Background: an optimization exercise with open tools, aiming at small area. Do not read the settings as production practice.
Function was checked by simulation only, so behaviour that the tests miss may differ from the original.
Power and IR drop assume default switching activity.

### flow/run.sh
#!/bin/bash
# synth_recipe.tcl (not shown) runs the flow's synth.tcl, then flattens the netlist and writes it again
# the make line also repeats each setting of config.mk as NAME=value (left out here)
make -C /OpenROAD-flow-scripts/flow DESIGN_CONFIG=/design/flow/config.mk WORK_HOME=/design/flow/orfs CLKGATE_MAP_FILE= SYNTH_SCRIPT=/design/flow/synth_recipe.tcl finish
### flow/constraint.sdc
create_clock -name core_clock -period 5.0 [get_ports {clk}]
set_input_delay 1.0000 -clock core_clock [delete_from_list [all_inputs] [get_ports {clk}]]
set_output_delay 1.0000 -clock core_clock [all_outputs]
set_load 0.01 [all_outputs]
### flow/design.v
package cache_pkg;
  localparam int ADDR_WIDTH = 32;        
  localparam int WORD_WIDTH = 32;        
  localparam int BE_WIDTH   = WORD_WIDTH / 8;  
  localparam int MAX_INDEX_WIDTH  = 8;   
  localparam int MAX_OFFSET_WIDTH = 4;   
  typedef enum logic [1:0] {
    OP_READ  = 2'b00,
    OP_WRITE = 2'b01,
    OP_INVAL = 2'b10
  } cache_op_e;
  typedef struct packed {
    cache_op_e             op;
    logic [ADDR_WIDTH-1:0] addr;   
    logic [WORD_WIDTH-1:0] wdata;
    logic [BE_WIDTH-1:0]   be;     
  } cache_req_t;
  typedef struct packed {
    cache_op_e                   op;
    logic [ADDR_WIDTH-1:0]       tag;       
    logic [MAX_INDEX_WIDTH-1:0]  index;     
    logic [MAX_OFFSET_WIDTH-1:0] word_off;  
    logic [WORD_WIDTH-1:0]       wdata;
    logic [BE_WIDTH-1:0]         be;
  } cache_cmd_t;
  typedef struct packed {
    logic                  hit;
    logic [WORD_WIDTH-1:0] data;   
  } cache_rsp_t;
endpackage
`timescale 1ns/100ps
module si_cache (
  input  logic        clk,
  input  logic        rst_n,
  input  logic        req_valid,
  input  logic [1:0]  req_op,      
  input  logic [31:0] req_addr,    
  input  logic [31:0] req_wdata,
  input  logic [3:0]  req_be,      
  output logic        rsp_valid,
  output logic        rsp_hit,
  output logic [31:0] rsp_data
);
  logic [3:0]  idx;
  logic [1:0]  off;
  logic [23:0] tag;
  assign idx = req_addr[7:4];
  assign off = req_addr[3:2];
  assign tag = req_addr[31:8];
  logic do_write, do_inval, do_read;
  assign do_write = req_valid && (req_op == 2'b01) && (|req_be);
  assign do_inval = req_valid && (req_op == 2'b10);
  assign do_read  = req_valid && (req_op == 2'b00);
  logic [15:0] line_vld_q;         
  logic [23:0] line_tag_q [16];
  logic [31:0] data_q     [64];    
  logic [15:0] line_sel;
  logic [63:0] word_sel;
  assign line_sel = 16'd1 << idx;
  assign word_sel = 64'd1 << {idx, off};
  logic [23:0] cur_tag;
  logic        cur_vld;
  always_comb begin
    cur_tag = '0;
    for (int i = 0; i < 16; i++) cur_tag = cur_tag | (line_tag_q[i] & {24{line_sel[i]}});
  end
  assign cur_vld = |(line_vld_q & line_sel);
  logic tag_match;   
  assign tag_match = cur_vld && (cur_tag == tag);
  always_ff @(posedge clk or negedge rst_n) begin
    if (!rst_n) begin
      line_vld_q <= '0;
    end else if (do_write) begin
      line_vld_q <= line_vld_q | line_sel;
    end else if (do_inval && tag_match) begin
      line_vld_q <= line_vld_q & ~line_sel;
    end
  end
  logic [15:0] tag_load, tag_keep;
  assign tag_load = line_sel & {16{do_write}};
  assign tag_keep = ~tag_load;
  always_ff @(posedge clk) begin
    for (int i = 0; i < 16; i++)
      line_tag_q[i] <= (line_tag_q[i] & {24{tag_keep[i]}}) | (tag & {24{tag_load[i]}});
  end
  logic [3:0]  be_load;
  logic [63:0] byte_load [4];
  logic [63:0] byte_keep [4];
  assign be_load = req_be & {4{do_write}};
  always_comb begin
    for (int b = 0; b < 4; b++) begin
      byte_load[b] = word_sel & {64{be_load[b]}};
      byte_keep[b] = ~byte_load[b];
    end
  end
  always_ff @(posedge clk) begin
    for (int i = 0; i < 64; i++)
      for (int b = 0; b < 4; b++)
        data_q[i][b*8 +: 8] <= (data_q[i][b*8 +: 8] & {8{byte_keep[b][i]}})
                             | (req_wdata[b*8 +: 8] & {8{byte_load[b][i]}});
  end
  logic        rd1_valid, rd2_valid;
  logic        rd1_hit, rd2_hit;
  logic [5:0]  rd1_word;
  logic [31:0] rd2_data;
  always_ff @(posedge clk or negedge rst_n) begin
    if (!rst_n) begin
      rd1_valid <= 1'b0;
      rd2_valid <= 1'b0;
      rsp_valid <= 1'b0;
    end else begin
      rd1_valid <= do_read;
      rd2_valid <= rd1_valid;
      rsp_valid <= rd2_valid;
    end
  end
  logic [63:0] rd_sel;
  logic [31:0] rd_word;
  always_comb begin
    rd_sel  = 64'd1 << rd1_word;
    rd_word = '0;
    for (int i = 0; i < 64; i++) rd_word = rd_word | (data_q[i] & {32{rd_sel[i]}});
  end
  always_ff @(posedge clk) begin
    rd1_hit  <= tag_match;
    rd1_word <= {idx, off};
    rd2_hit  <= rd1_hit;
    rd2_data <= rd_word;
    rsp_hit  <= rd2_hit;
    rsp_data <= rd2_data;
  end
endmodule
### flow/config.mk
export PLATFORM = sky130hd
export DESIGN_NAME = si_cache
export DESIGN_NICKNAME = si_cache
export VERILOG_FILES = /design/flow/design.v
export SDC_FILE = /design/flow/constraint.sdc
export NUM_CORES = 4
export LEC_CHECK = 0
export CAP_MARGIN = 20
export CORE_MARGIN = 2
export CORE_UTILIZATION = 40
export SLEW_MARGIN = 20
==> impl_metrics.env, run 1 <==
export IMPL_status="finished clean"
export IMPL_crit_end="rd2_data[19]$_DFF_P_"
export IMPL_crit_reg2reg_launch="rd1_word[3]$_DFF_P_"
export IMPL_max_freq_mhz=225
export IMPL_io_pins=107
export IMPL_slowest_stage="a2111oi_0"
export IMPL_grt_antenna_before_repair=26
export IMPL_clock_path_buffers=4
export IMPL_antenna_left=0
export IMPL_cp_end_kind="flop"
export IMPL_cts_resized=0
export IMPL_chipWidth_um=483
export IMPL_cts_clk_slew_worst_paths_ns=0.06
export IMPL_fin_worst_skew_ns=0.0663
export IMPL_grt_usage_pct=27.1
export IMPL_cts_buffers=275
export IMPL_post_cts_buffers=0
export IMPL_slew_headroom_pct=18.0
export IMPL_finalSetupTns_ns=0
export IMPL_die_h_um=483
export IMPL_cp_arrival_ns=5.16
export IMPL_die_area_sq_um=233000
export IMPL_finalMaxSlewViolations=0
export IMPL_portBuffers=104
export IMPL_start_util_pct=40.3
export IMPL_crit_type="flop to flop"
export IMPL_reg2regPathDepth=8
export IMPL_root_buffer="clkbuf_16"
export IMPL_numClockSinks=2524
export IMPL_htree_levels=5
export IMPL_routed_wl_um=325000
export IMPL_ir_worst_vdd_uv=354
export IMPL_leakage_nw=34.2
export IMPL_r2r_setup_slack_ns=0.55
export IMPL_core_area_sq_um=228000
export IMPL_crit_start="rd1_word[3]$_DFF_P_"
export IMPL_finalPower_mw=44.1
export IMPL_async_reset_ff_share_pct=0.753
export IMPL_insertion_delay_ns=0.94
export IMPL_grt_pass1_vias=53500
export IMPL_worst_pin_slew_ns=1.23
export IMPL_final_hold_violation_count=0
export IMPL_critical_path_peak_fanout=17
export IMPL_cts_tree="yes"
export IMPL_hp_class="input port to async pin"
export IMPL_crit_chain="or3_1 -> nor2_4 -> buf_4 -> a22o_1 -> a221oi_1 -> nand4_1 -> a2111oi_0 -> nand2_1"
export IMPL_drcViolationCount=0
export IMPL_drive_gt1_share_pct=17.3
export IMPL_synth_edf_count=2432
export IMPL_syn_area_per_cell_sq_um=18.0
export IMPL_cpPeakStageDelay_ns=0.97
export IMPL_fin_crit_sh_pct=88.9
export IMPL_synthCells=5094
export IMPL_grt_setup_unrepaired="false"
export IMPL_synthFlopType="edfxtp_1"
export IMPL_hpwl_um=204000
export IMPL_syn_area_sq_um=91800
export IMPL_wire_per_inst_um=36.6
export IMPL_synth_seq_cells=2524
export IMPL_vias_per_cell=6.42
export IMPL_r2r_end="rd2_data[19]$_DFF_P_"
export IMPL_start_kind="flop"
export IMPL_place_congestion=0.946
export IMPL_drtPass1Iterations=7
export IMPL_grt_overflow=0
export IMPL_syn_num_nets=5167
export IMPL_yosysSeqAreaShare_pct=81.7
export IMPL_finalSetupViolations=0
export IMPL_ys_types=81
export IMPL_cap_violations=0
export IMPL_min_period_ns=4.45
export IMPL_drt_iter0_drc=10300
export IMPL_yosysWarnings=5
export IMPL_grt_max_degree=65
export IMPL_power_density_nw_per_um2=408
export IMPL_placementRows=175
export IMPL_required_ns=5.71
export IMPL_grt_pass1_wl_um=441000
export IMPL_fin_nets=5748
export IMPL_cts_hold_buffers=0
export IMPL_dr_total_vias=57100
export IMPL_area_delta_synth_final_pct=17.8
layer usage:
layer	share of wire, %	track usage, %	vias to the layer above
met2	45	41.4	4497
li1	-	-	22400
met3	13	6.50	789
met4	5.1	12.1	18
met1	37	36.9	29400
met5	0.032	0	-
where the power goes:
| part | switching (mW) | leakage (nW) | internal (mW) |
|---|---|---|---|
| sequential | 0.0597 | 22.7 | 23.3 |
| clock | 8.08 | 4.03 | 11.0 |
| combinational | 1.13 | 7.50 | 0.447 |
| total | 9.27 | 34.2 | 34.8 |
cells in the final DEF, fill, tap and decap left out, drive strengths merged, types with 7 or more instances in the layout:
cell,n
clkbuf,349
nand4,147
bufinv,13
a21oi,34
diode,20
inv,14
clkdlybuf4s50,67
nand2b,10
mux2i,63
mux2,20
nor2,396
edfxtp,2432
a222oi,81
buf,537
dfxtp,73
a32oi,8
and4,7
o22ai,14
xnor2,11
nand3,84
nor4,24
xor2,9
a31oi,22
o21ai,17
a22o,266
a22oi,431
dfrtp,19
nor2b,18
nand2,170
nor3,30
a2111oi,18
nand3b,16
and3,11
clkinv,92
nor3b,7
a221oi,263
o32ai,7
cells in the mapped netlist (all sizes together) (8+ instances only):
library cell  count  share of area [%]
xnor2            11               0.10
nand3b           16               0.13
nor2b            18               0.12
dfrtp            19               0.52
a21oi            34               0.19
a2111oi          18               0.20
a222oi           81               0.88
o22ai            14              0.095
edfxtp         2432                 80
a22oi           431                3.5
o21ai            17              0.093
a22o            266                2.5
nand3            84               0.46
a31oi            22               0.15
buf              86               0.55
mux2i            63               0.69
inv               9              0.037
dfxtp            73                1.6
and3             11              0.075
mux2             20               0.25
nor3             30               0.17
clkbuf          214               0.88
nor4             24               0.18
nand2b           10              0.068
a221oi          263                2.5
nand4           147                1.0
nand2           170               0.70
xor2              9              0.086
nor2            396                1.6
a32oi             8              0.076
cell type report:
class	instances	area, sq um
fill	19100	120000
sequential	2524	75000
multi-input combinational	2260	16200
clock buffer	349	7370
timing repair buffer	604	4880
tap	3009	3760
clock inverter	115	892
antenna	20	50.0
inverter	10	37.5
critical path: cells and delay by family, from the launching register on:
kind,cells,cell delay (ns)
compound gates,3,1.46
buf+inv,1,0.37
flops,1,0.64
simple gates,4,1.76
cell families (layout without fill, tap and decap cells):
family	Yosys count	after routing	share of synthesized area, %
buffers and inverters	310	1078	1.47
DFF	2524	2524	81.7
muxes	85	85	0.981
AOI/OAI and AO/OA	1197	1197	10.7
and+or+nand+nor	958	958	5.01
xor gates and xnor gates	20	20	0.191
other	0	20	0
worst min-delay path by stage:
stage | end | slack [ns] | cells after the start
after CTS | rsp_data[13]$_DFF_P_ | 0.31 | 0
after detailed placement | rsp_data[13]$_DFF_P_ | 0.31 | 0
after global placement | rsp_data[17]$_DFF_P_ | 0.32 | 0
final | rd1_valid$_DFF_PN0_ | 0.05 | 1
after global routing | rd2_valid$_DFF_PN0_ | 0.04 | 1
after floorplan | rd2_hit$_DFF_P_ | 0.31 | 0
per-stage QoR:
stage / worst slack [ns] / instance area, sq um / util [%] / hold slack, ns / std cells
detailed placement: 0.455 / 99700 / 43.8 / 0.312 / 8405
floorplan: 1.51 / 91800 / - / 0.310 / 5094
finish: 0.555 / 108000 / 47.5 / 0.0504 / 8891
CTS: 0.538 / 108000 / 47.4 / 0.314 / 8869
global placement: 0.471 / 99700 / 43.8 / 0.315 / 8404
global route: 0.597 / 108000 / 47.5 / 0.0385 / 8888
==> run 2: changes to the inputs <==
--- a/flow/config.mk
+++ b/flow/config.mk
@@ -10,2 +10,5 @@
 export CORE_UTILIZATION = 40
+export CTS_BUF_LIST = sky130_fd_sc_hd__clkbuf_8
+export CTS_CLUSTER_DIAMETER = 80
+export CTS_CLUSTER_SIZE = 16
 export SLEW_MARGIN = 20
==> run 2 against run 1 <==
Against the previous run:
- still clean
- die area unchanged
- area after synthesis unchanged
- combinational power about the same
- first-iteration DRC count decreased by 1.8%
- critical endpoint unchanged
- largest power group unchanged
==> impl_metrics.env, run 2 <==
export IMPL_async_reset_ff_share_pct=0.753
export IMPL_grt_antenna_before_repair=27
export IMPL_crit_reg2reg_launch="rd1_word[4]$_DFF_P_"
export IMPL_root_buffer="clkbuf_8"
export IMPL_drcViolationCount=0
export IMPL_antenna_left=0
export IMPL_drt_iter0_drc=10100
export IMPL_ys_types=81
export IMPL_final_hold_violation_count=0
export IMPL_numClockSinks=2524
export IMPL_cp_end_kind="flop"
export IMPL_insertion_delay_ns=1.00
export IMPL_synthFlopType="edfxtp_1"
export IMPL_area_delta_synth_final_pct=12.2
export IMPL_htree_levels=4
export IMPL_fin_worst_skew_ns=0.0774
export IMPL_crit_end="rd2_data[19]$_DFF_P_"
export IMPL_synth_largest_area_cell="edfxtp_1"
export IMPL_placementRows=175
export IMPL_grt_overflow=0
export IMPL_wire_per_inst_um=36.9
export IMPL_finalSetupTns_ns=0
export IMPL_cts_buffers=180
export IMPL_power_density_nw_per_um2=342
export IMPL_syn_area_sq_um=91800
export IMPL_grt_usage_pct=26.8
export IMPL_vias_per_cell=6.44
export IMPL_core_area_sq_um=228000
export IMPL_hp_class="flop to flop"
export IMPL_hpwl_um=204000
export IMPL_reg2regPathDepth=10
export IMPL_final_area_sq_um=103000
export IMPL_critical_path_peak_fanout=20
export IMPL_fin_crit_sh_pct=92.4
export IMPL_grt_setup_unrepaired="false"
export IMPL_cts_tree="yes"
export IMPL_fin_nets=5652
export IMPL_leakage_nw=32.2
export IMPL_r2r_end="rd2_data[19]$_DFF_P_"
export IMPL_die_area_sq_um=233000
export IMPL_syn_area_per_cell_sq_um=18.0
export IMPL_instances_no_fill=8734
export IMPL_portBuffers=104
export IMPL_cts_resized=0
export IMPL_clock_path_buffers=3
export IMPL_syn_num_nets=5167
export IMPL_crit_start="rd1_word[4]$_DFF_P_"
export IMPL_ys_top_cells_by_area="edfxtp_1, a22oi_1, a22o_1"
export IMPL_layout_common_cells="edfxtp_1, buf_4, a22oi_1"
export IMPL_yosysWarnings=5
export IMPL_nFillCells=19600
export IMPL_ys_top_cells_by_count="edfxtp_1, a22oi_1, nor2_1"
export IMPL_chipWidth_um=483
export IMPL_io_pins=107
export IMPL_postPlaceCellArea_sq_um=99700
export IMPL_finalMaxSlewViolations=0
export IMPL_routed_wl_um=322000
export IMPL_utilization_pct=45.2
export IMPL_grt_pass1_vias=52600
export IMPL_die_h_um=483
export IMPL_synth_edf_count=2432
export IMPL_drtPass1Iterations=9
export IMPL_drive_gt1_share_pct=15.3
export IMPL_start_kind="flop"
export IMPL_dp_cells=8405
export IMPL_place_congestion=0.946
export IMPL_yosysMostFrequentCell="edfxtp_1"
export IMPL_grt_max_degree=65
export IMPL_synthCells=5094
export IMPL_mostFrequentLayoutCell="edfxtp_1"
export IMPL_r2r_setup_slack_ns=0.38
export IMPL_cp_arrival_ns=5.36
export IMPL_finalSetupViolations=0
export IMPL_max_freq_mhz=217
export IMPL_dr_total_vias=56200
export IMPL_synth_seq_cells=2524
export IMPL_post_cts_buffers=0
export IMPL_required_ns=5.74
export IMPL_finalPower_mw=35.2
export IMPL_synth_top_area_share_pct=79.6
export IMPL_crit_type="flop to flop"
export IMPL_min_period_ns=4.62
export IMPL_yosysSeqAreaShare_pct=81.7
export IMPL_status="finished clean"
export IMPL_cap_violations=0
export IMPL_grt_pass1_wl_um=436000
export IMPL_ir_worst_vdd_uv=309
export IMPL_worst_pin_slew_ns=1.25
export IMPL_slew_headroom_pct=16.7
export IMPL_start_util_pct=40.3
export IMPL_cts_clk_slew_worst_paths_ns=0.11
## run 2: cell count changes in the layout (fill, tap and decap cells not counted), moves of 5 or more
cell,previous run,this run
inv_1,6,95
clkbuf_16,284,0
clkinv_1,55,2
clkinv_2,33,1
diode_2,20,31
bufinv_16,13,2
clkbuf_1,63,0
clkbuf_8,2,187
inv_8,1,6
clkinvlp_4,6,1
## run 2: worst min-delay path by stage
stage                              start              endpoint  cells after the start  slack [ns]
finish              rd2_data[27]$_DFF_P_  rsp_data[27]$_DFF_P_                      0        0.29
global route                 req_addr[6]   rd1_word[4]$_DFF_P_                      1        0.29
CTS                          req_addr[6]   rd1_word[4]$_DFF_P_                      1        0.27
detailed placement  rd2_data[13]$_DFF_P_  rsp_data[13]$_DFF_P_                      0        0.31
global placement    rd2_data[17]$_DFF_P_  rsp_data[17]$_DFF_P_                      0        0.32
floorplan                rd1_hit$_DFF_P_       rd2_hit$_DFF_P_                      0        0.31
## run 2: report_power, final
part / switching (mW) / total (mW) / internal (mW)
Clock: 6.68 / 10.3 / 3.63
Combinational: 1.12 / 1.57 / 0.444
Sequential: 0.0586 / 23.4 / 23.3
Total: 7.86 / 35.2 / 27.4
## run 2: kinds of logic after synthesis
kind of cell | synth area share (%)
buf+inv | 1.47
simple gates | 5.01
flops | 81.7
compound gates | 10.7
xor+xnor | 0.191
mux | 0.981
## run 2: repair_timing
| action | in CTS | in global routing |
|---|---|---|
| hold buffers | 0 | 1 |
| setup endpoints to repair | 0 | 0 |
| hold endpoints to repair | 0 | 19 |
## run 2: critical path, cell delays in order, from the launching register on
cell and delay [ns]:
dfxtp_1 0.52, nand2b_1 0.15, buf_4 0.26, or2_2 0.42, nor2_4 0.28, buf_4 0.31
buf_4 0.21, a222oi_1 0.48, nand3_1 0.27, a2111oi_0 0.99, nand2_1 0.42
## run 2: per-layer routing
layer	GRT usage, %	part of all wire, %	up-vias	wire length [um]
met5	0.102	0.046	-	148
met4	10.4	4.4	20	14000
met3	6.24	12	655	40200
met2	41.7	46	4266	147000
met1	36.7	37	29200	120000
li1	-	-	22100	-
## run 2: stage by stage
step	hold WS (ns)	setup slack, ns
4_1_cts	0.273	0.460
3_3_place_gp	0.315	0.471
2_1_floorplan	0.310	1.51
6_report	0.289	0.382
3_5_place_dp	0.312	0.455
5_1_grt	0.292	0.507
## run 2: final cells by class
| cell class | instances | area (sq um) | area share [%] |
|---|---|---|---|
| diodes | 31 | 77.6 | 0.0753 |
| multi-input cells | 2260 | 16200 | 15.7 |
| flip-flops and latches | 2524 | 75000 | 72.8 |
| clock inverters | 110 | 608 | 0.590 |
| repair buffers | 603 | 4860 | 4.71 |
| clock buffers | 187 | 2570 | 2.50 |
| inverters | 10 | 37.5 | 0.0364 |
| well taps | 3009 | 3760 | 3.65 |
==> run 3: changes to the inputs <==
==> flow/flow/run.sh (new file) <==
#!/bin/bash
# The standard layout, except that clock tree synthesis uses clkbuf_8 sink
# clusters and inserts no dummy loads. Runs in the standard flow's work folder; the ORFS
# logs stay under orfs/logs, and make's own output goes to standard.log.
set -euo pipefail
bash standard.sh \
  "CTS_ARGS=-sink_clustering_enable -repair_clock_nets -sink_clustering_size 16 -sink_clustering_max_diameter 80 -buf_list sky130_fd_sc_hd__clkbuf_8 -dont_use_dummy_load" \
  finish > standard.log 2>&1
==> flow/standard.sh (new file) <==
#!/bin/bash
# synth_recipe.tcl (not shown) runs the flow's synth.tcl, then flattens the netlist and writes it again
# the make line also repeats each setting of config.mk as NAME=value (left out here)
make -C /OpenROAD-flow-scripts/flow DESIGN_CONFIG=/design/flow/config.mk WORK_HOME=/design/flow/orfs CLKGATE_MAP_FILE= SYNTH_SCRIPT=/design/flow/synth_recipe.tcl "${@:-finish}"
removed: flow/run.sh
==> run 3 against run 2 <==
Against the previous run:
- still clean on timing, DRC and antenna
- clock power is 8% lower
- die area did not move
- combinational power about the same
==> impl_metrics.env, run 3 <==
export IMPL_die_h_um=483
export IMPL_leakage_nw=31.5
export IMPL_post_cts_buffers=0
export IMPL_start_kind="flop"
export IMPL_switching_share_pct=21.7
export IMPL_layout_common_cells="edfxtp_1, buf_4, a22oi_1"
export IMPL_vias_per_cell=6.48
export IMPL_grt_max_degree=65
export IMPL_synthCells=5094
export IMPL_status="finished clean"
export IMPL_hp_class="flop to flop"
export IMPL_clkPwrFrac_pct=27.6
export IMPL_numClockSinks=2524
export IMPL_pwr_share_comb_pct=4.6
export IMPL_antenna_left=0
export IMPL_min_period_ns=4.48
export IMPL_dr_total_vias=55800
export IMPL_cpPeakStageDelay_ns=0.95
export IMPL_slew_headroom_pct=18.7
export IMPL_start_util_pct=40.3
export IMPL_htree_levels=4
export IMPL_ys_top_cells_by_area="edfxtp_1, a22oi_1, a22o_1"
export IMPL_async_reset_ff_share_pct=0.753
export IMPL_portBuffers=104
export IMPL_cap_violations=0
export IMPL_syn_area_sq_um=91800
export IMPL_cts_clk_slew_worst_paths_ns=0.10
export IMPL_yosysWarnings=5
export IMPL_placementRows=175
export IMPL_insertion_delay_ns=1.02
export IMPL_ys_top_cells_by_count="edfxtp_1, a22oi_1, nor2_1"
export IMPL_required_ns=5.74
export IMPL_core_area_sq_um=228000
export IMPL_grt_setup_unrepaired="false"
export IMPL_synth_largest_area_cell="edfxtp_1"
export IMPL_root_buffer="clkbuf_8"
export IMPL_drtPass1Iterations=7
export IMPL_grt_pass1_wl_um=435000
export IMPL_synthFlopType="edfxtp_1"
export IMPL_finalSetupViolations=0
export IMPL_ir_worst_vdd_uv=264
export IMPL_cts_tree="yes"
export IMPL_syn_num_nets=5167
export IMPL_place_congestion=0.946
export IMPL_power_internal_mw=27.0
export IMPL_cts_resized=0
export IMPL_drive_gt1_share_pct=15.1
export IMPL_crit_type="flop to flop"
export IMPL_io_pins=107
export IMPL_nFillCells=19600
export IMPL_die_area_sq_um=233000
export IMPL_critPathTopFamily="simple AND/OR/NAND/NOR gates"
export IMPL_synth_edf_count=2432
export IMPL_drcViolationCount=0
export IMPL_cts_buffers=180
export IMPL_utilization_pct=44.9
export IMPL_hpwl_um=204000
export IMPL_critical_path_peak_fanout=17
export IMPL_dp_cells=8405
export IMPL_synth_seq_cells=2524
export IMPL_clock_path_buffers=3
export IMPL_power_density_nw_per_um2=337
export IMPL_grt_overflow=0
export IMPL_cp_end_kind="flop"
export IMPL_grt_pass1_vias=52400
export IMPL_ys_types=81
export IMPL_path_buf_inv=1
export IMPL_yosysSeqAreaShare_pct=81.7
export IMPL_slowest_stage="a2111oi_0"
export IMPL_grt_antenna_before_repair=27
export IMPL_cts_hold_buffers=0
export IMPL_drt_iter0_drc=10300
export IMPL_mostFrequentLayoutCell="edfxtp_1"
export IMPL_area_delta_synth_final_pct=11.5
export IMPL_grt_usage_pct=26.8
export IMPL_fin_nets=5652
export IMPL_worst_pin_slew_ns=1.22
export IMPL_power_switching_mw=7.46
export IMPL_synth_top_area_share_pct=79.6
export IMPL_finalMaxSlewViolations=0
export IMPL_syn_area_per_cell_sq_um=18.0
export IMPL_crit_chain="or3_1 -> nor2_4 -> buf_4 -> a22o_1 -> a221oi_1 -> nand4_1 -> a2111oi_0 -> nand2_1"
export IMPL_cp_arrival_ns=5.21
export IMPL_p_seq_share_pct=67.8
export IMPL_instances_no_fill=8609
export IMPL_routed_wl_um=322000
export IMPL_fin_crit_sh_pct=89.5
export IMPL_max_freq_mhz=223
export IMPL_final_hold_violation_count=0
export IMPL_finalSetupTns_ns=0
export IMPL_wire_per_inst_um=37.4
export IMPL_fin_worst_skew_ns=0.162
export IMPL_chipWidth_um=483
export IMPL_yosysMostFrequentCell="edfxtp_1"
==> run 3: worst reg2reg max path, cell delays in order (launching register included) <==
cell       delay (ns)
dfxtp_1          0.64
or3_1            0.72
nor2_4           0.41
buf_4            0.39
a22o_1           0.29
a221oi_1         0.21
nand4_1          0.25
a2111oi_0        0.95
nand2_1          0.40
==> run 3: area by class of cell <==
cell class / count / area (sq um) / share of cell area [%]
sequential: 2524 / 75000 / 73.3
multi-input combinational: 2260 / 16200 / 15.8
timing repair buffer: 603 / 4850 / 4.74
tap: 3009 / 3760 / 3.68
clock buffer: 180 / 2480 / 2.42
antenna: 23 / 57.6 / 0.0563
inverter: 10 / 37.5 / 0.0367
==> run 3: worst paths after layout <==
path | cells past startpoint | endpoint | slack (ns) | startpoint
worst max-delay path | 8 | rd2_data[19]$_DFF_P_ | 0.52 | rd1_word[3]$_DFF_P_
worst max register to register | 8 | rd2_data[19]$_DFF_P_ | 0.52 | rd1_word[3]$_DFF_P_
worst min register to register | 0 | rsp_data[27]$_DFF_P_ | 0.25 | rd2_data[27]$_DFF_P_
max in group asynchronous | 2 | async pin | 4.09 | rst_n
worst min-delay path | 0 | rsp_data[27]$_DFF_P_ | 0.25 | rd2_data[27]$_DFF_P_
min in group asynchronous | 2 | rsp_valid$_DFF_PN0_ | 0.48 | rst_n
==> run 3: metrics by stage <==
step | cell area (sq um) | setup WS (ns) | total power [mW] | hold slack, ns
6_report | 102000 | 0.523 | 34.4 | 0.252
5_1_grt | 102000 | 0.528 | 35.3 | 0.251
4_1_cts | 102000 | 0.475 | 34.5 | 0.250
3_5_place_dp | 99700 | 0.455 | 25.4 | 0.312
3_3_place_gp | 99700 | 0.471 | 25.4 | 0.315
2_1_floorplan | 91800 | 1.51 | 24.4 | 0.310
==> run 3: per-layer routing <==
layer / wire length [um] / GRT usage, % / up-vias / share of wire (%)
met2: 147000 / 41.9 / 4239 / 46
met5: 169 / 0.102 / - / 0.053
met1: 120000 / 36.5 / 28900 / 37
li1: - / - / 22000 / -
met4: 13500 / 9.85 / 24 / 4.2
met3: 41000 / 6.31 / 669 / 13
==> run 3: power groups by stage <==
stage          sequential (mW)  combinational [mW]  clock [mW]
2_1_floorplan             23.8               0.522           0
3_3_place_gp              23.8                1.51           0
3_5_place_dp              23.9                1.54           0
4_1_cts                   23.4                1.54        9.55
5_1_grt                   23.4                1.62        10.3
6_report                  23.4                1.57        9.50
==> run 3: kinds of logic (layout without fill, tap and decap cells) <==
| family | count (synthesis) | after routing | synth area share [%] |
|---|---|---|---|
| buf+inv | 310 | 793 | 1.47 |
| other cells | 0 | 23 | 0 |
| flops | 2524 | 2524 | 81.7 |
| simple gates | 958 | 958 | 5.01 |
| mux | 85 | 85 | 0.981 |
| xor+xnor | 20 | 20 | 0.191 |
| compound gates | 1197 | 1197 | 10.7 |
==> run 4: changes to the inputs <==
--- a/flow/config.mk
+++ b/flow/config.mk
@@ -7,3 +7,3 @@
 export LEC_CHECK = 0
-export CAP_MARGIN = 20
+export CAP_MARGIN = 5
 export CORE_MARGIN = 2
@@ -13,2 +13,3 @@
 export CTS_CLUSTER_SIZE = 16
-export SLEW_MARGIN = 20
+export GPL_TIMING_DRIVEN = 0
+export SLEW_MARGIN = 5
==> run 4 against run 3 <==
Against the previous run:
- total power increased by 0.94%
- first-iteration DRC count increased by 19%
- highest routed layer unchanged
- sequential share of layout area increased by 0.42 points
- core utilization decreased by 0.25 points
- largest cell class unchanged
- non-clock buffer count decreased by 77
- largest power group unchanged
- flip-flop and latch count unchanged
- combinational power increased by 9.6%
- the layout now fails its checks (max-capacitance violations, max-slew violations, negative setup slack)
==> impl_metrics.env, run 4 <==
export IMPL_status="failed layout checks"
export IMPL_wire_per_inst_um=44.6
export IMPL_clkPwrFrac_pct=27.9
export IMPL_cts_tree="yes"
export IMPL_synth_largest_area_cell="edfxtp_1"
export IMPL_core_area_sq_um=228000
export IMPL_place_ws_ns=-1.05
export IMPL_fin_worst_skew_ns=0.114
export IMPL_numClockSinks=2524
export IMPL_portBuffers=103
export IMPL_finalMaxSlewViolations=84
export IMPL_dr_total_vias=58400
export IMPL_check_failures="max-capacitance violations, max-slew violations, negative setup slack"
export IMPL_cp_end_kind="flop"
export IMPL_hpwl_um=262000
export IMPL_io_pins=107
export IMPL_synth_xor_area_share_pct=0.191
export IMPL_grt_max_degree=61
export IMPL_cap_violations=11
export IMPL_grt_antenna_before_repair=34
export IMPL_start_kind="flop"
export IMPL_power_switching_mw=7.81
export IMPL_drtPass1Iterations=14
export IMPL_layout_common_cells="edfxtp_1, a22oi_1, nor2_1"
export IMPL_die_h_um=483
export IMPL_clock_path_buffers=3
export IMPL_cts_buffers=178
export IMPL_grt_overflow=0
export IMPL_synth_simple_gate_area_share_pct=5.01
export IMPL_worst_pin_slew_ns=1.55
export IMPL_cts_hold_buffers=0
export IMPL_drt_iter0_drc=12300
export IMPL_syn_area_sq_um=91800
export IMPL_synth_top_family_by_area="compound AO/OA/AOI/OAI gates"
export IMPL_min_period_ns=5.27
export IMPL_mostFrequentLayoutCell="edfxtp_1"
export IMPL_fin_nets=5573
export IMPL_required_ns=5.83
export IMPL_cp_arrival_ns=6.11
export IMPL_max_freq_mhz=190
export IMPL_die_area_sq_um=233000
export IMPL_yosys_area_share_adder_pct=0
export IMPL_post_cts_buffers=0
export IMPL_synth_edf_count=2432
export IMPL_final_hold_violation_count=0
export IMPL_grt_setup_unrepaired="true"
export IMPL_syn_area_per_cell_sq_um=18.0
export IMPL_leakage_nw=30.7
export IMPL_synthFlopType="edfxtp_1"
export IMPL_slew_headroom_pct=-3.52
export IMPL_p_seq_share_pct=67.2
export IMPL_vias_per_cell=6.85
export IMPL_ir_worst_vdd_uv=278
export IMPL_root_buffer="clkbuf_8"
export IMPL_async_reset_ff_share_pct=0.753
export IMPL_switching_share_pct=22.5
export IMPL_grt_pass1_wl_um=493000
export IMPL_dp_cells=8324
export IMPL_muxShareOfSynthArea_pct=0.981
export IMPL_start_util_pct=40.3
export IMPL_grt_usage_pct=31.6
export IMPL_placementRows=175
export IMPL_instances_no_fill=8522
export IMPL_finalSetupViolations=24
export IMPL_ys_top_cells_by_area="edfxtp_1, a22oi_1, a22o_1"
export IMPL_power_density_nw_per_um2=342
export IMPL_ys_types=81
export IMPL_crit_type="flop to flop"
export IMPL_synthCells=5094
export IMPL_hp_class="input port to flop"
export IMPL_yosysSeqAreaShare_pct=81.7
export IMPL_syn_num_nets=5167
export IMPL_finalSetupTns_ns=-3.31
export IMPL_yosysWarnings=5
export IMPL_whs_path_depth=1
export IMPL_synth_seq_cells=2524
export IMPL_htree_levels=4
export IMPL_pwr_share_comb_pct=4.9
export IMPL_synth_compound_area_share_pct=10.7
export IMPL_fin_crit_sh_pct=105
export IMPL_cts_clk_slew_worst_paths_ns=0.10
export IMPL_fin_ws_ns=-0.272
export IMPL_area_delta_synth_final_pct=10.8
export IMPL_antenna_left=0
export IMPL_power_internal_mw=26.9
export IMPL_drcViolationCount=0
export IMPL_reg2regPathDepth=10
export IMPL_ys_top_cells_by_count="edfxtp_1, a22oi_1, nor2_1"
export IMPL_routed_wl_um=381000
export IMPL_critical_path_peak_fanout=11
export IMPL_yosysMostFrequentCell="edfxtp_1"
export IMPL_synth_top_area_share_pct=79.6
export IMPL_place_congestion=1.01
export IMPL_drive_gt1_share_pct=12.1
export IMPL_chipWidth_um=483
export IMPL_insertion_delay_ns=1.03
export IMPL_grt_pass1_vias=53700
run 4: cell types whose count changed in the layout (fill, tap and decap cells not counted), moves of 7 or more:
| cell | before | now |
|---|---|---|
| clkdlybuf4s15_2 | 0 | 7 |
| nor2_4 | 81 | 17 |
| buf_1 | 0 | 18 |
| buf_16 | 1 | 9 |
| buf_2 | 15 | 68 |
| buf_6 | 0 | 21 |
| clkbuf_2 | 0 | 98 |
| diode_2 | 23 | 15 |
| buf_8 | 0 | 58 |
| buf_4 | 505 | 16 |
| nor2_2 | 1 | 92 |
| buf_12 | 14 | 44 |
| nor2_1 | 314 | 287 |
| clkbuf_1 | 0 | 110 |
run 4: path summary, 6_finish.rpt:
kind,to,slack [ns],from
worst max-delay path,rd2_data[5]$_DFF_P_,-0.27,rd1_word[4]$_DFF_P_
worst min-delay path,flop,0.31,req_wdata[11]
worst max register to register,rd2_data[5]$_DFF_P_,-0.27,rd1_word[4]$_DFF_P_
worst min register to register,rsp_data[1]$_DFF_P_,0.33,rd2_data[1]$_DFF_P_
max in group asynchronous,async pin,3.80,rst_n
min in group asynchronous,async pin,0.54,rst_n
run 4: kinds of logic after synthesis:
kind of cell,after synthesis
flip-flops,2524
AO/OA/AOI/OAI,1197
AND/OR/NAND/NOR,958
buffers and inverters,310
multiplexers,85
XOR/XNOR,20
run 4: routing by layer:
layer	global-route usage, %	vias to the layer above	wire [um]
li1	-	21800	-
met1	40.1	30000	129000
met2	47.4	5448	166000
met3	8.42	1147	53800
met4	21.9	10	32000
met5	0	-	70
run 4: cell type report:
type	count	area [sq um]
flip-flops and latches	2524	75000
diodes	15	37.5
well taps	3009	3760
inverters	10	37.5
fillers	19700	126000
multi-input cells	2260	16000
repair buffers	229	3000
clock buffers	178	2450
plain buffers	297	1520
run 4: repair_timing:
action / in CTS / in global routing
gates resized for setup: 61 / 40
endpoints found under the setup margin: 32 / 22
pin swaps: 6 / 4
run 4: through the flow:
| stage | hold slack (ns) | utilization (%) | area, sq um | power, mW |
|---|---|---|---|---|
| after floorplan | 0.310 | - | 91800 | 24.4 |
| final | 0.307 | 44.7 | 102000 | 34.8 |
| after global placement | 0.311 | 42.4 | 96600 | 25.4 |
| after global routing | 0.284 | 44.7 | 102000 | 35.3 |
| after CTS | 0.236 | 44.6 | 102000 | 34.6 |
| after detailed placement | 0.312 | 43.5 | 98900 | 25.5 |
run 4: critical path, stage by stage, from the launching register on:
cell and delay [ns]:
dfxtp_1 0.65, nand2b_2 0.49, or2_2 0.18, clkbuf_1 0.29, nor2_1 0.25, clkbuf_2 0.59
buf_1 0.63, a222oi_1 0.76, nand4_1 0.55, nor3_1 0.40, nand2_1 0.28
run 4: power groups by stage:
stage               Clock, mW  Combinational, mW  Sequential, mW
CTS                      9.56               1.65            23.4
finish                   9.68               1.72            23.4
global route             10.2               1.72            23.4
floorplan                   0              0.522            23.8
detailed placement          0               1.64            23.8
global placement            0               1.54            23.9
==> run 5: changes to the inputs <==
==> flow/flow/run.sh (replaced) <==
#!/bin/bash
# The standard layout, except that:
#  - clock tree synthesis uses clkbuf_8 sink clusters and inserts no dummy
#    loads;
#  - before global placement, flow/upsize_de.tcl gives the 1x gates that
#    drive the enable pins of 8 or more flip-flops their 2x version.
# Runs in the standard flow's work folder; the ORFS logs stay under orfs/logs, and
# make's own output goes to standard.log.
set -euo pipefail
bash standard.sh \
  "CTS_ARGS=-sink_clustering_enable -repair_clock_nets -sink_clustering_size 16 -sink_clustering_max_diameter 60 -buf_list sky130_fd_sc_hd__clkbuf_8 -dont_use_dummy_load" \
  "PRE_GLOBAL_PLACE_TCL=$PWD/flow/upsize_de.tcl" \
  finish > standard.log 2>&1
==> flow/flow/upsize_de.tcl (new file) <==
# Before global placement: a 1x gate that drives the enable pins of 8 or
# more flip-flops becomes its 2x version, so placement needs no buffer on
# that net. Only combinational drive strengths change; registers keep
# their cells.
set n_up 0
foreach inst [[ord::get_db_block] getInsts] {
  set master [[$inst getMaster] getName]
  if {![regexp {^(sky130_fd_sc_hd__(nor2|nand2|and2|or2|nor2b|and2b))_1$} $master -> base]} continue
  set de 0
  foreach it [$inst getITerms] {
    if {![$it isOutputSignal]} continue
    set net [$it getNet]
    if {$net eq "NULL"} continue
    foreach s [$net getITerms] {
      if {[[$s getMTerm] getName] eq "DE"} { incr de }
    }
  }
  if {$de >= 8} {
    set new [[ord::get_db] findMaster ${base}_2]
    if {$new ne "NULL"} { $inst swapMaster $new; incr n_up }
  }
}
puts "upsize_de: upsized $n_up enable drivers"
--- a/flow/config.mk
+++ b/flow/config.mk
@@ -7,3 +7,3 @@
 export LEC_CHECK = 0
-export CAP_MARGIN = 5
+export CAP_MARGIN = 20
 export CORE_MARGIN = 2
@@ -11,5 +11,4 @@
 export CTS_BUF_LIST = sky130_fd_sc_hd__clkbuf_8
-export CTS_CLUSTER_DIAMETER = 80
+export CTS_CLUSTER_DIAMETER = 60
 export CTS_CLUSTER_SIZE = 16
-export GPL_TIMING_DRIVEN = 0
-export SLEW_MARGIN = 5
+export SLEW_MARGIN = 20
==> run 5 against run 4 <==
Against the previous run:
- worst setup slack better by 1.1 ns
- via count decreased by 5.4%
- the run now finishes clean
- clock skew rose by 0.0030 ns
- count of clock-buffer cells in the layout is 11 higher
- area after synthesis unchanged
- total power down 0.15%
- non-clock buffer count shrank 85
- final cell count shrank 0.87%
==> impl_metrics.env, run 5 <==
export IMPL_cp_end_kind="flop"
export IMPL_ys_types=81
export IMPL_grt_overflow=0
export IMPL_grt_antenna_before_repair=24
export IMPL_ir_worst_vdd_uv=252
export IMPL_area_delta_synth_final_pct=11.1
export IMPL_synthCells=5094
export IMPL_use_met1_pct=36.6
export IMPL_portBuffers=104
export IMPL_drcViolationCount=0
export IMPL_finalSetupViolations=0
export IMPL_status="finished clean"
export IMPL_fin_nets=5499
export IMPL_hp_class="flop to flop"
export IMPL_critical_path_peak_fanout=20
export IMPL_ys_top_cells_by_area="edfxtp_1, a22oi_1, a22o_1"
export IMPL_synthFlopType="edfxtp_1"
export IMPL_start_util_pct=40.3
export IMPL_instances_no_fill=8448
export IMPL_yosysSeqAreaShare_pct=81.7
export IMPL_utilization_pct=44.8
export IMPL_fin_crit_sh_pct=82.5
export IMPL_yosysMostFrequentCell="edfxtp_1"
export IMPL_worst_pin_slew_ns=1.23
export IMPL_hpwl_um=204000
export IMPL_final_hold_violation_count=0
export IMPL_worst_hold_startpoint="rd2_data[11]$_DFF_P_"
export IMPL_drt_iter0_drc=9666
export IMPL_async_reset_ff_share_pct=0.753
export IMPL_routed_wl_um=323000
export IMPL_numClockSinks=2524
export IMPL_cts_buffers=189
export IMPL_grt_pass1_wl_um=434000
export IMPL_drtPass1Iterations=6
export IMPL_switching_share_pct=21.8
export IMPL_mostFrequentLayoutCell="edfxtp_1"
export IMPL_syn_area_per_cell_sq_um=18.0
export IMPL_clkPwrFrac_pct=28.1
export IMPL_crit_type="flop to flop"
export IMPL_core_area_sq_um=228000
export IMPL_ys_top_cells_by_count="edfxtp_1, a22oi_1, nor2_1"
export IMPL_crit_reg2reg_launch="rd1_word[3]$_DFF_P_"
export IMPL_antenna_left=0
export IMPL_synth_largest_area_cell="edfxtp_1"
export IMPL_htree_levels=4
export IMPL_dr_total_vias=55200
export IMPL_whs_path_depth=0
export IMPL_wire_per_inst_um=38.2
export IMPL_io_pins=107
export IMPL_grt_pass1_vias=51300
export IMPL_synth_edf_count=2432
export IMPL_drive_gt1_share_pct=17.4
export IMPL_start_kind="flop"
export IMPL_dp_cells=8241
export IMPL_gr_usage_met3_pct=6.50
export IMPL_slew_headroom_pct=17.6
export IMPL_min_period_ns=4.12
export IMPL_finalSetupTns_ns=0
export IMPL_post_cts_buffers=0
export IMPL_r2r_end="rd2_data[21]$_DFF_P_"
export IMPL_r2r_setup_slack_ns=0.88
export IMPL_grt_max_degree=65
export IMPL_max_freq_mhz=243
export IMPL_p_seq_share_pct=67.3
export IMPL_grt_busiest_layer="met2"
export IMPL_holdPathEnd="rsp_data[11]$_DFF_P_"
export IMPL_reg2regPathDepth=8
export IMPL_grt_setup_unrepaired="false"
export IMPL_yosysWarnings=5
export IMPL_insertion_delay_ns=1.00
export IMPL_pwr_share_comb_pct=4.6
export IMPL_cp_arrival_ns=4.94
export IMPL_die_h_um=483
export IMPL_required_ns=5.82
export IMPL_synth_top_area_share_pct=79.6
export IMPL_whs_ns=0.284
export IMPL_cap_violations=0
export IMPL_grt_util_met2_pct=41.3
export IMPL_vias_per_cell=6.54
export IMPL_fin_worst_skew_ns=0.117
export IMPL_die_area_sq_um=233000
export IMPL_syn_area_sq_um=91800
export IMPL_grt_usage_pct=26.8
export IMPL_power_switching_mw=7.58
export IMPL_placementRows=175
export IMPL_clock_path_buffers=3
export IMPL_root_buffer="clkbuf_8"
export IMPL_cts_clk_slew_worst_paths_ns=0.10
export IMPL_leakage_nw=30.7
export IMPL_power_internal_mw=27.1
export IMPL_power_density_nw_per_um2=340
export IMPL_finalPower_mw=34.7
export IMPL_place_congestion=0.953
export IMPL_chipWidth_um=483
export IMPL_cts_tree="yes"
export IMPL_finalMaxSlewViolations=0
export IMPL_syn_num_nets=5167
export IMPL_synth_seq_cells=2524
export IMPL_layout_common_cells="edfxtp_1, a22oi_1, buf_4"
## run 5: cell counts after synthesis
No cell type changed its count.
## run 5: logic make-up after synthesis
family | Yosys count | synth area share, %
AOI/OAI and AO/OA | 1197 | 10.7
xor gates and xnor gates | 20 | 0.191
buffers and inverters | 310 | 1.47
DFF | 2524 | 81.7
muxes | 85 | 0.981
and+or+nand+nor | 958 | 5.01
## run 5: per-stage QoR
step | area, sq um | setup WS [ns]
after floorplan | 91800 | 1.51
after global placement | 99200 | 0.499
after detailed placement | 99200 | 0.520
after CTS | 102000 | 1.03
after global routing | 102000 | 0.742
final | 102000 | 0.877
## run 5: cell type report
type | count | area, sq um
clock buffers | 189 | 2600
multi-input cells | 2260 | 16800
inverters | 10 | 37.5
repair buffers | 441 | 3730
flip-flops and latches | 2524 | 75000
diodes | 15 | 37.5
well taps | 3009 | 3760
fillers | 19600 | 126000
## run 5: worst max-delay path, cell delays in order (launching register included)
cell and delay (ns):
dfxtp_1 0.64, or3_1 0.73, nor2_4 0.40, buf_4 0.39
a22o_1 0.28, a221oi_1 0.51, nand4_1 0.22, nor4_1 0.55
nand4_1 0.26
## run 5: worst max-delay path by stage
stage / from / to / slack [ns] / cells past startpoint
after floorplan: req_addr[5] / flop / 1.51 / 12
after global placement: req_addr[5] / flop / 0.50 / 12
after detailed placement: req_addr[6] / flop / 0.52 / 12
after CTS: rd1_word[3]$_DFF_P_ / rd2_data[21]$_DFF_P_ / 1.03 / 8
after global routing: rd1_word[5]$_DFF_P_ / rd2_data[25]$_DFF_P_ / 0.74 / 10
final: rd1_word[3]$_DFF_P_ / rd2_data[21]$_DFF_P_ / 0.88 / 8
## run 5: routing by layer
layer | up-vias | routed length, um
met5 | - | 170
met2 | 4217 | 147000
met1 | 28700 | 120000
met3 | 682 | 40300
li1 | 21600 | -
met4 | 14 | 14700
## run 5: what timing repair did
item	CTS	global route
hold endpoints to repair	0	3
hold buffers	0	1
gates resized for setup	0	0
## run 5: power groups by stage
stage | combinational [mW] | clock (mW) | sequential [mW]
6_report | 1.59 | 9.75 | 23.4
5_1_grt | 1.63 | 10.5 | 23.4
4_1_cts | 1.55 | 9.78 | 23.4
3_5_place_dp | 1.55 | 0 | 23.9
3_3_place_gp | 1.53 | 0 | 23.8
2_1_floorplan | 0.522 | 0 | 23.8

## static timing again, ports no longer ideal
No port has a modelled driver above. Below, the same layouts with a new extraction and two added sets of constraints. Step 1, drivers: a clkbuf_16 drives clk and a buf_2 each remaining input, both assumed. Step 2 times the ports against the registers' clock, not the clock port: input delays grow and output delays shrink by t, the midpoint of the rising clock arrivals with the driver on. Three values: ideal, step 1, step 2; two values: the first two.
run	shift t [ns]	setup slack, ns	hold slack, ns	clock arrival spread, ns	cell pins on the clock port's net
run 1	0.998	0.555 / 0.555 / 0.351	0.050 / -0.017 / 0.314	0.093 / 0.092	1
run 2	1.056	0.382 / 0.382 / 0.364	0.289 / 0.289 / 0.289	0.091 / 0.091	1
run 3	1.027	0.523 / 0.523 / 0.386	0.252 / 0.252 / 0.252	0.162 / 0.162	1
run 4	1.072	-0.272 / -0.272 / -0.976	0.307 / 0.254 / 0.328	0.169 / 0.168	1
run 5	1.050	0.877 / 0.877 / 0.405	0.284 / 0.284 / 0.284	0.151 / 0.151	1
For run 4, which loses most, drivers alone change the setup slack by 0.000 ns; drivers and shift together by -0.704 ns.
